Source: an optimization exercise on an open RTL-to-GDS flow (aim: small area, a short achievable clock period and few clock cycles per item). Production flows keep margins and buffers that such runs may drop. Only simulation tests tie the RTL to the original design; equivalence was not proved. Power and IR drop assume default switching activity.

the baseline:
Design rational_arith_reduce_top, start of the top module:
module rational_arith_reduce_top #(
  parameter int OPERAND_BITS = 31
) (
  input  logic        clk,
  input  logic        rst,
  input  logic        req_valid,
  output logic        req_ready,
  input  logic [2:0]  req_kind,
  input  logic [30:0] req_num_a,
  input  logic [30:0] req_den_a,
  input  logic [30:0] req_num_b,
  input  logic [30:0] req_den_b,
  output logic        res_valid,
  input  logic        res_ready,
  output logic        res_divide_by_zero,
  output logic        res_negative,
  output logic [61:0] res_whole_part,
  output logic [61:0] res_frac_numerator,
  output logic [61:0] res_frac_denominator
);
Size: about 7700 cells after synthesis, about 600 flip-flops, roughly 320 I/O pins, ~58000 sq um of cells after synthesis.
make LEC_CHECK=0 CAP_MARGIN=20 CORE_MARGIN=2 CORE_UTILIZATION=30 PLACE_DENSITY=0.45 SETUP_SLACK_MARGIN=5 SLEW_MARGIN=20 finish   # period 11.0 ns
run.sh (not shown) runs the stock make flow with config.mk's settings and CLKGATE_MAP_FILE= SYNTH_SCRIPT=/design/flow/synth_recipe.tcl, a recipe that flattens the netlist after the stock synthesis.
Testbench counts of the baseline, summed over its fixed seeds: cycles 13,600, items 384.
Relative to the baseline, the following input files were edited for the candidate:
--- a/flow/design.v
+++ b/flow/design.v
@@ -238,46 +238,59 @@
   assign n_neg  = is_addsub & ra[AW-1];
   assign w0_neg = st[S_W0] ? sb_ra : n_neg;
   logic gl_ustrip, gl_vswap, gl_step, gl_plus;
   assign gl_ustrip = !ra[0];
   assign gl_vswap  = ra[0] && !rv[0];
   assign gl_step   = ra[0] && rv[0];
   assign gl_plus   = gl_step && (ra[1] ^ rv[1]);    
   always_comb begin
+    gl_plus_nx = sh_out[1] ^ rv[1];
+    if (st[S_GL]) begin
+      if (gl_ustrip)                gl_plus_nx = sh_out[1] ^ rv[1];
+      else if (gl_vswap)            gl_plus_nx = rv[1] ^ ra[1];
+      else if (gl_plus)             gl_plus_nx = u_longer ? (sh_out[1] ^ rv[1]) : (ra[1] ^ sh_out[1]);
+      else if (gl_neg && ctz_big)   gl_plus_nx = rv[1] ^ ra[1];
+      else if (gl_neg)              gl_plus_nx = sh_out[1] ^ ra[1];
+      else                          gl_plus_nx = sh_out[1] ^ rv[1];
+    end
+  end
+  always_comb begin
     if (gl_ustrip)     gl_keep_odd = !ctz_big && rv[0];
     else if (gl_vswap) gl_keep_odd = 1'b0;
     else if (gl_plus)  gl_keep_odd = !ctz_big;
     else               gl_keep_odd = gl_neg || !ctz_big;
   end
   logic sa_ra, sa_w2, sa_rw, sa_rb, sb_ra, sb_rb, sb_rv, s_sub;
   logic sb_gl;          
   logic s_long;         
   logic gl_keep_odd;    
+  logic plus_r;         
+  logic gl_plus_nx;     
   logic [AW-1:0] add_a, add_b, add_bx, sum;
   logic          add_sub;
   logic [PW-1:0] w2_a;         
   assign w2_a = {rw[PW-2:0], wb};
   always_comb begin
     add_a = ({AW{sa_ra}}                           & ra)
           | ({AW{sa_w2}}                           & {1'b0, w2_a})
           | ({AW{sa_rw}}                           & {1'b0, rw})
           | ({AW{sa_rb}}                           & {1'b0, rb});
     add_b = ({AW{sb_ra}}                           & ra)
           | ({AW{sb_rb}}                           & {1'b0, rb})
           | ({AW{sb_rv}}                           & {1'b0, rv});
-    add_sub = s_sub ^ (sb_gl & (ra[1] ^ rv[1]));
+    add_sub = s_sub ^ (sb_gl & plus_r);
   end
   assign add_bx = add_b ^ {AW{add_sub}};
   assign sum    = add_a + add_bx + AW'(add_sub);
   logic [PW-1:0] dx_raw, dx;
   logic [5:0]    ctz;
   logic          dx_zero;
   logic          sel_plus;
-  assign sel_plus = sb_gl & (ra[1] ^ rv[1]);
+  assign sel_plus = sb_gl & plus_r;
   assign dx_raw   = add_a[PW-1:0] ^ add_b[PW-1:0];
   assign dx_zero  = (dx_raw == '0);
   assign dx       = sel_plus ? {~dx_raw[PW-1:1], 1'b0} : dx_raw;
   rar_ctz #(.WIDTH(PW), .CW(6)) u_ctz (.x(dx), .count(ctz));
   logic [SHL-1:0] ctz_c;
   logic [SHL:0]   ctz_s;
   logic           ctz_big;
   rar_ctz #(.WIDTH(SHMAX + 1), .CW(SHL + 1)) u_ctzs (.x(dx[SHMAX:0]), .count(ctz_s));
@@ -290,17 +303,17 @@
   logic [5:0]     w_len_r;      
   logic           w_zero_r;     
   logic [5:0]     w_first;      
   logic [5:0]     long_amt;
   logic           long_more;    
   assign gl_neg   = sum[AW-1];
   assign sh_in    = sum[PW-1:0];
   assign sh_fill  = sb_gl & gl_neg;
-  assign w_first  = w_len_r + 6'd1;
+  assign w_first  = w_len_r;
   always_comb begin
     long_amt = tt;
     if (st[S_W0])              long_amt = w_first;
     if (st[S_ES1] | st[S_ES2]) long_amt = kk;
   end
   assign long_more = long_amt > 6'(SHMAX);
   always_comb begin
     sh_amt = ctz_c;
@@ -391,16 +404,17 @@
       sb_rb     <= 1'b0;
       s_long    <= 1'b0;
       s_sub     <= 1'b0;
       res_valid <= 1'b0;
     end else begin
       st <= nx;
       sa_ra <= (nx[S_W0] & !w0_neg) | nx[S_ES1C] | nx[S_GL];
       sb_gl <= nx[S_GL] & (st[S_G1] ? (!ctz_big & rv[0]) : (st[S_GL] & gl_keep_odd));
+      plus_r <= gl_plus_nx;
       sb_rv <= (nx[S_GL] & (st[S_G1] ? (!ctz_big & rv[0]) : (st[S_GL] & gl_keep_odd)))
              | (nx[S_E1] & (st[S_GL] ? rw[0] : (st[S_E1] & !ctz_big)))
              | (nx[S_E2] & (st[S_E1] ? rb[0] : (st[S_E2] & !ctz_big)));
       sa_w2  <= nx[S_W2];
       sb_rb  <= nx[S_W2];
       s_long <= nx[S_W0] | nx[S_W1] | nx[S_ES1] | nx[S_ES2] | nx[S_ES1C] | nx[S_ES2C];
       sa_rw <= nx[S_G1] | nx[S_E1] | nx[S_ES1] | nx[S_W1] | nx[S_ES2C];
       sa_rb <= nx[S_CHK] | nx[S_E2] | nx[S_ES2];
@@ -436,25 +450,26 @@
         neg_r <= ra[AW-1] ^ dneg;
       end else begin
         neg_r <= nneg ^ dneg;
       end
     end
     if (st[S_W0]) begin
       ra  <= sum;
       cnt <= w_len_r;
-      wb  <= sum[w_len_r];
       ru  <= '0;
       tt  <= w_first - 6'(SHMAX);
-      if (w_zero_r) rw <= sum[PW-1:0];
-      else          rw <= sh_out;
+      if (w_zero_r)       rw <= sum[PW-1:0];
+      else if (long_more) rw <= sh_out;
+      else                {rw, wb} <= {1'b0, sh_out};
     end
     if (st[S_W1]) begin
-      rw <= sh_out;
       tt <= tt - 6'(SHMAX);
+      if (long_more) rw <= sh_out;
+      else           {rw, wb} <= {1'b0, sh_out};
     end
     if (st[S_W2]) begin
       rw  <= sum[AW-1] ? w2_a : sum[PW-1:0];
       ru  <= {ru[PW-2:0], !sum[AW-1]};
       cnt <= cnt - 6'd1;
       wb  <= ra[cnt - 6'd1];
     end
     if (st[S_G1]) begin
Findings:
- [the candidate vs the baseline] number of antenna violations at the first check in global routing: higher in the candidate
- The candidate ends up with a final critical delay including setup and external delays that is 0.11 ns higher than in the baseline.
- After detailed routing, the baseline needs more wire than the candidate.
- The sequential cell area in the final layout of the candidate and that of the baseline are within noise of each other.
- Width of the die of the baseline is on par with the candidate.
- Higher maximum fanout along the worst path goes to the candidate over the baseline.
- In the candidate the required time reported for the critical path endpoint turned out 0.04 ns lower than in the baseline.
- The candidate vs. the baseline: total design power increased by 5.5% relative to the old numbers, largest stage delay on the critical path decreased by 0.36 ns relative to the old numbers.
- Comparing the baseline and the candidate, cell count of the worst reg-to-reg path is lower on the baseline.
- Routability congestion estimate (higher): the candidate
Testbench counts of the candidate, summed over its fixed seeds: cycles 13,591, items 384.

separate check: timing with driven ports:
How much do the figures lean on ideal ports? The routed layouts below were timed once more, with nothing changed but the port constraints. Step 1: set_driving_cell puts a clkbuf_16 on clk and a buf_2 on each other input, an assumption about the parent block. Step 2, shift: input delay + t, output delay - t, t = (earliest + latest rising clock arrival at the registers) / 2. This alone moves slack from input paths to output paths. Three values: ideal ports, drivers, drivers and shift; two values: the first two.
run	t, ns	setup slack, ns	hold WS [ns]	worst slew at a driven data input, ns
the baseline	0.817	4.784 / 4.784 / 4.575	0.417 / 0.417 / 0.417	0.12
the candidate	0.814	4.671 / 4.671 / 4.589	0.430 / 0.430 / 0.430	0.09
After both steps setup and hold are still met in every run listed. For the baseline, which loses most, drivers alone change the setup slack by 0.000 ns; drivers and shift together by -0.209 ns.
